Source: an optimization exercise on an open RTL-to-GDS flow (aim: small area, a short achievable clock period and few clock cycles per item). Production flows keep margins and buffers that such runs may drop.
RTL that was checked went through simulation tests only; none was proved equivalent to the original.
Power figures rest on the tool's default switching activity, not on a simulated workload.

## moving_average_oversampled
module moving_average_oversampled (
	input  logic                                clk,
	input  logic                                arst_n,
	input  logic                                sample_valid,
	output logic                                sample_stall,
	input  logic signed [mao_pkg::SampleW-1:0]  sample,
	output logic                                result_valid,
	input  logic                                result_stall,
	output logic signed [mao_pkg::SampleW-1:0]  filtered,
	output logic                                clipped,
	input  logic                                cfg_valid,
	output logic                                cfg_ready,
	input  logic                                cfg_index,
	input  logic [mao_pkg::CfgDataW-1:0]        cfg_data
);
For scale: ~6100 cells after synthesis, ~1900 flip-flops, ~87000 um2 of cells after synthesis.
clock: 8.0 ns
lec_check: 0
abc_clock_period_in_ps: 2500
cap_margin: 20
core_margin: 2
core_utilization: 60
setup_slack_margin: 4.5
slew_margin: 20
run.sh (not shown) runs the stock make flow with config.mk's settings and CLKGATE_MAP_FILE= SYNTH_SCRIPT=/design/flow/synth_recipe.tcl, a recipe that flattens the netlist after the stock synthesis.
Testbench counts at the start, summed over its fixed seeds: cycles 2,348, items 1,920.
Then changed:
--- a/flow/design.v
+++ b/flow/design.v
@@ -79,15 +79,14 @@
 	logic        primed_q;
 	logic [5:0]  teff_q;      
 	logic [5:0]  p_q;         
 	logic [4:0]  pe_q;        
 	logic        alleq_q;     
 	logic [4:0]  ra_q;        
 	logic        stp_q, up_q, hlv_q, zro_q;
-	logic        stale_q;     
 	logic        sstall_q;
 	logic [5:0]  d_q;
 	logic [6:0]  d3_q;
 	logic        dq_ok_q;
 	logic [2:0]  dc_cnt_q;
 	logic [5:0]  dc_r_q;
 	logic [5:0]  dc_quo_q;
@@ -152,15 +151,15 @@
 		cand = {stp, up, hlv, zro, teq, ra};
 	endfunction
 	logic [5:0] teff_a, teff_b, p_a, t_up, t_dn, t_hv;
 	logic [4:0] pe_a, pe_b, pe_up, pe_dn, pe_hv;
 	logic       alleq_a, dq_ok_a, dq_ok_b, step_b;
 	logic [9:0] c_a, c_b, c_0, c_up, c_dn, c_hv, c_zr, c_n;
 	logic       can_a, can_b;
-	assign step_b = adv && primed_q && stp_q && !stale_q && (hlv_q || zro_q || (!f_wr_q && !f_wall_q));
+	assign step_b = adv && primed_q && stp_q && (hlv_q || zro_q || (!f_wr_q && !f_wall_q));
 	always_comb begin
 		if (!primed_q) begin
 			teff_a  = 6'd32;
 			p_a     = p_q;
 			pe_a    = p_q[5] ? 5'd0 : p_q[4:0];
 			alleq_a = 1'b1;
 			dq_ok_a = (fac_q == 6'd1);
@@ -174,20 +173,20 @@
 	end
 	assign t_up  = teff_q + 6'd1;
 	assign t_dn  = teff_q - 6'd1;
 	assign t_hv  = {1'b0, teff_q[5:1]};
 	assign pe_up = (p_q >= t_up) ? 5'd0 : p_q[4:0];
 	assign pe_dn = (p_q >= t_dn) ? 5'd0 : p_q[4:0];
 	assign pe_hv = (p_q >= t_hv) ? 5'd0 : p_q[4:0];
-	assign c_a  = cand(teff_a, pe_a, alleq_a, tcur, tcur_n);
-	assign c_0  = cand(teff_q, pe_q, alleq_q, tcur, tcur_n);
-	assign c_up = cand(t_up, pe_up, alleq_q, tcur, tcur_n);
-	assign c_dn = cand(t_dn, pe_dn, alleq_q, tcur, tcur_n);
-	assign c_hv = cand(t_hv, pe_hv, alleq_q, tcur, tcur_n);
-	assign c_zr = cand(6'd0, 5'd0, alleq_q, tcur, tcur_n);
+	assign c_a  = cand(teff_a, pe_a, alleq_a, tcur_n, tcur_n);
+	assign c_0  = cand(teff_q, pe_q, alleq_q, tcur_n, tcur_n);
+	assign c_up = cand(t_up, pe_up, alleq_q, tcur_n, tcur_n);
+	assign c_dn = cand(t_dn, pe_dn, alleq_q, tcur_n, tcur_n);
+	assign c_hv = cand(t_hv, pe_hv, alleq_q, tcur_n, tcur_n);
+	assign c_zr = cand(6'd0, 5'd0, alleq_q, tcur_n, tcur_n);
 	always_comb begin
 		teff_b  = teff_q;
 		pe_b    = pe_q;
 		c_b     = c_0;
 		dq_ok_b = dq_ok_q || d_load;
 		if (step_b) begin
 			dq_ok_b = 1'b0;
@@ -234,28 +233,26 @@
 			pe_q     <= '0;
 			alleq_q  <= 1'b0;
 			ra_q     <= '0;
 			stp_q    <= 1'b0;
 			up_q     <= 1'b0;
 			hlv_q    <= 1'b0;
 			zro_q    <= 1'b0;
-			stale_q  <= 1'b0;
 			sstall_q <= 1'b0;
 		end else begin
 			primed_q <= primed_n;
 			teff_q   <= teff_n;
 			p_q      <= p_n;
 			pe_q     <= pe_n;
 			alleq_q  <= alleq_n;
 			ra_q     <= ra_n;
 			stp_q    <= stp_n;
 			up_q     <= up_n;
 			hlv_q    <= hlv_n;
 			zro_q    <= zro_n;
-			stale_q  <= cfg_taps_we;
 			sstall_q <= !can_n;
 		end
 	end
 	always_ff @(posedge clk or negedge arst_n) begin
 		if (!arst_n) begin
 			held_q <= 6'd1;
 		end else if (prime_op) begin
Effect: Setup slack gains 0.024 ns; via count went down by 0.58%; register-to-register slack gains 0.02 ns; area after synthesis went down by 0.56%; hold slack gains 0.0054 ns; non-clock buffer count is unchanged; utilization went up by 0.22 points; final area hardly moves; critical path depth went up by 2; final cell count went down by 0.67%; combinational power barely changes; power went up by 1.2%; count of clock-buffer cells in the layout went up by 17; sequential power is about the same.
Testbench counts after the change, summed over its fixed seeds: cycles 2,332, items 1,920.

========
run 3:
Another version of the RTL of moving_average_oversampled (not shown whole).
For scale: about 5900 cells after synthesis, ~2000 flip-flops, about 90 I/O pins, about 89000 sq um of cells after synthesis.
make LEC_CHECK=0 ABC_CLOCK_PERIOD_IN_PS=2500 CAP_MARGIN=20 CORE_MARGIN=2 CORE_UTILIZATION=60 SETUP_SLACK_MARGIN=4.5 SLEW_MARGIN=20 finish   # period 8.0 ns
Testbench counts of run 3, summed over its fixed seeds: cycles 2,378, items 1,920.
#### Input delta (run 2 over run 3)
diff --git a/flow/design.v b/flow/design.v
--- a/flow/design.v
+++ b/flow/design.v
@@ -326,22 +326,22 @@
 			f_ahlv_q  <= !accept && hlv_q;
 			f_bs_q    <= samp_op && teff_q != 6'd0;
 			f_bsh_q   <= prime_op;
 			f_cw_q    <= (samp_op && teff_q != 6'd0) || (!accept && !hlv_q);
 			f_neg_q   <= samp_op || !up_q;
 		end
 	end
 	logic [CW-1:0] cs_a1, cs_a2, cs_b, cs_cc, cs_x1, cs_y1, cs_x2, cs_y2;
 	assign cs_a1 = f_azero_q ? '0 : (f_ahlv_q ? {cs_s_q[CW-1], cs_s_q[CW-1:1]} : cs_s_q);
 	assign cs_a2 = f_azero_q ? '0 : (f_ahlv_q ? {cs_c_q[CW-1], cs_c_q[CW-1:1]} : cs_c_q);
-	assign cs_b  = f_bs_q ? {{(CW-32){f_s_q[31]}}, f_s_q} : (f_bsh_q ? {{(CW-37){f_s_q[31]}}, f_s_q, 5'd0} : '0);
-	assign cs_cc = f_cw_q ? ({{(CW-32){f_w_q[31]}}, f_w_q} ^ {CW{f_neg_q}}) : '0;
+	assign cs_b  = f_bs_q ? CW'($signed(f_s_q)) : (f_bsh_q ? {{(CW-37){f_s_q[31]}}, f_s_q, 5'd0} : '0);
+	assign cs_cc = f_cw_q ? (CW'($signed(f_w_q)) ^ {CW{f_neg_q}}) : '0;
 	assign cs_x1 = cs_a1 ^ cs_a2 ^ cs_b;
 	assign cs_y1 = {(cs_a1[CW-2:0] & cs_a2[CW-2:0]) | (cs_a1[CW-2:0] & cs_b[CW-2:0]) |
 		(cs_a2[CW-2:0] & cs_b[CW-2:0]), f_ahlv_q & cs_s_q[0] & cs_c_q[0]};
 	assign cs_x2 = cs_x1 ^ cs_y1 ^ cs_cc;
 	assign cs_y2 = {(cs_x1[CW-2:0] & cs_y1[CW-2:0]) | (cs_x1[CW-2:0] & cs_cc[CW-2:0]) |
 		(cs_y1[CW-2:0] & cs_cc[CW-2:0]), f_cw_q & f_neg_q};
 	always_ff @(posedge clk or negedge arst_n) begin
 		if (!arst_n) begin
 			vs_q <= 1'b0;
 			v0_q <= 1'b0;
@@ -364,37 +364,36 @@
 	);
 	logic [5:0] r_d_q;
 	logic [6:0] r_d3_q;
 	always_ff @(posedge clk) begin
 		if (en_r_q) begin
 			s_q    <= s_res;
 			r_d_q  <= d_q;
 			r_d3_q <= d3_q;
 		end
 	end
-	logic [NU:0]       b_v, b_sg, b_clp;
-	logic              x_sat;
+	logic [NU:0]       b_v, b_sg, b_sat, b_clp;
 	logic [NU:0][4:0]  b_r;
 	logic [NU:0][31:0] b_d;
 	logic [NU:0][5:0]  b_dd;
 	logic [NU:0][6:0]  b_d3;
 	logic              x_sg;
 	logic [35:0]       x_m;
 	logic              x_eq, x_small;
 	assign x_sg    = s_q[SW-1];
 	assign x_m     = s_q[35:0] ^ {36{x_sg}};
 	assign x_eq    = ({1'b0, x_m[35:31]} == r_d_q);
 	assign x_small = (x_m[30:5] == '0) && (({1'b0, x_m[4:0]} + 6'd1) < r_d_q);
 	assign b_v[0]   = v0_q;
 	assign b_sg[0]  = x_sg;
-	assign x_sat    = ({1'b0, x_m[35:31]} >= r_d_q);
-	assign b_clp[0] = x_sat && !(x_sg && x_eq && x_small);
+	assign b_sat[0] = ({1'b0, x_m[35:31]} >= r_d_q);
+	assign b_clp[0] = b_sat[0] && !(x_sg && x_eq && x_small);
 	assign b_r[0]   = {1'b0, x_m[35:32]};
 	assign b_d[0]   = x_m[31:0];
 	assign b_dd[0]  = r_d_q;
 	assign b_d3[0]  = r_d3_q;
 	for (genvar u = 0; u < NU; u++) begin : g_unit
 		logic [4:0]  r_o;
 		logic [31:0] d_o;
 		if (u == 0 || u % 2 == 1) begin : g_r4
 			logic [6:0] t;
 			logic [7:0] e1, e2, e3;
@@ -425,47 +424,49 @@
 				end else begin
 					if (adv) b_v[u+1] <= b_v[u];
 					en_q <= adv_n && (adv ? ((u == 0) ? vs_q : b_v[(u >= 2) ? u - 2 : 0]) : b_v[u]);
 				end
 			end
 			always_ff @(posedge clk) begin
 				if (en_q) begin
 					b_dd[u+1]  <= b_dd[u];
 					b_d3[u+1]  <= b_d3[u];
 					b_sg[u+1]  <= b_sg[u];
+					b_sat[u+1] <= b_sat[u];
 					b_clp[u+1] <= b_clp[u];
 					b_r[u+1]   <= r_o;
 					b_d[u+1]   <= d_o;
 				end
 			end
 		end else begin : g_wire
 			assign b_v[u+1]   = b_v[u];
 			assign b_sg[u+1]  = b_sg[u];
+			assign b_sat[u+1] = b_sat[u];
 			assign b_clp[u+1] = b_clp[u];
 			assign b_r[u+1]   = r_o;
 			assign b_d[u+1]   = d_o;
 			assign b_dd[u+1]  = b_dd[u];
 			assign b_d3[u+1]  = b_d3[u];
 		end
 	end
 	logic        fm_v_q, fm_sat_q, fm_sg_q, fm_clp_q, fm_inc_q;
 	logic [30:0] fm_q_q;
 	always_ff @(posedge clk or negedge arst_n) begin
 		if (!arst_n) begin
 			fm_v_q <= 1'b0;
 		end else if (adv) begin
 			fm_v_q <= b_v[NU];
 		end
 	end
 	always_ff @(posedge clk) begin
 		if (en_fm_q) begin
-			fm_sat_q <= b_d[NU][31];
+			fm_sat_q <= b_sat[NU];
 			fm_sg_q  <= b_sg[NU];
 			fm_clp_q <= b_clp[NU];
 			fm_inc_q <= b_sg[NU] && (({1'b0, b_r[NU]} + 6'd1) != b_dd[NU]);
 			fm_q_q   <= b_d[NU][30:0] ^ {31{b_sg[NU]}};
 		end
 	end
 	logic [31:0] fmt_f;
 	logic        fmt_c;
 	logic [31:0] fm_sum;
 	assign fm_sum = {fm_sg_q, fm_q_q} + {31'd0, fm_inc_q};
--- outcome ---
From run 3 to run 2 the numbers moved as follows: worst stage delay on the critical path shows a reduction of 30 ps, count of plain and timing-repair buffers shows an increase of 2.8%.
Taking run 3 as the reference, in run 2 share of the cycle needed by the critical path after routing went down 0.66 points, routed metal-1 wirelength neither gained nor lost much.
Note that the maximum number of pins on one net before global-route repair recorded for run 3 amounts to 1.19 times the value seen in run 2.
For run 2, only the layout was checked, not whether the RTL still works.

-- separate check: timing with driven ports --
Ports are ideal in the flow. The routed layouts listed here were re-timed in OpenROAD.
Step 1 assumes that a clkbuf_16 drives the clock port and a buf_2 every other input.
Step 2 adds t to the input delays and takes it off the output delays; t is the mean of the earliest and latest rising clock arrival at the registers after step 1. Input paths then give back, and output paths get back, about the clock's delay inside the block.
a / b / c = no drivers / after step 1 / after step 2; a / b = the first two.
| run | shift t [ns] | setup slack, ns | clock arrival spread, ns | worst data-port slew with drivers (ns) | cell pins on the clock port's net |
|---|---|---|---|---|---|
| the first run of note 1 | 0.919 | 4.155 / 4.155 / 3.721 | 0.079 / 0.080 | 0.08 | 1 |
| the second run of note 1 | 0.898 | 4.179 / 4.179 / 3.485 | 0.058 / 0.058 | 0.11 | 1 |
| run 3 | 0.919 | 4.143 / 4.143 / 3.672 | 0.090 / 0.090 | 0.07 | 1 |
| run 2 | 0.913 | 4.196 / 4.196 / 3.627 | 0.087 / 0.087 | 0.10 | 1 |
After both steps setup and hold are still met in every run listed. For the second run of note 1, which loses most, drivers alone change the setup slack by 0.000 ns; drivers and shift together by -0.694 ns.
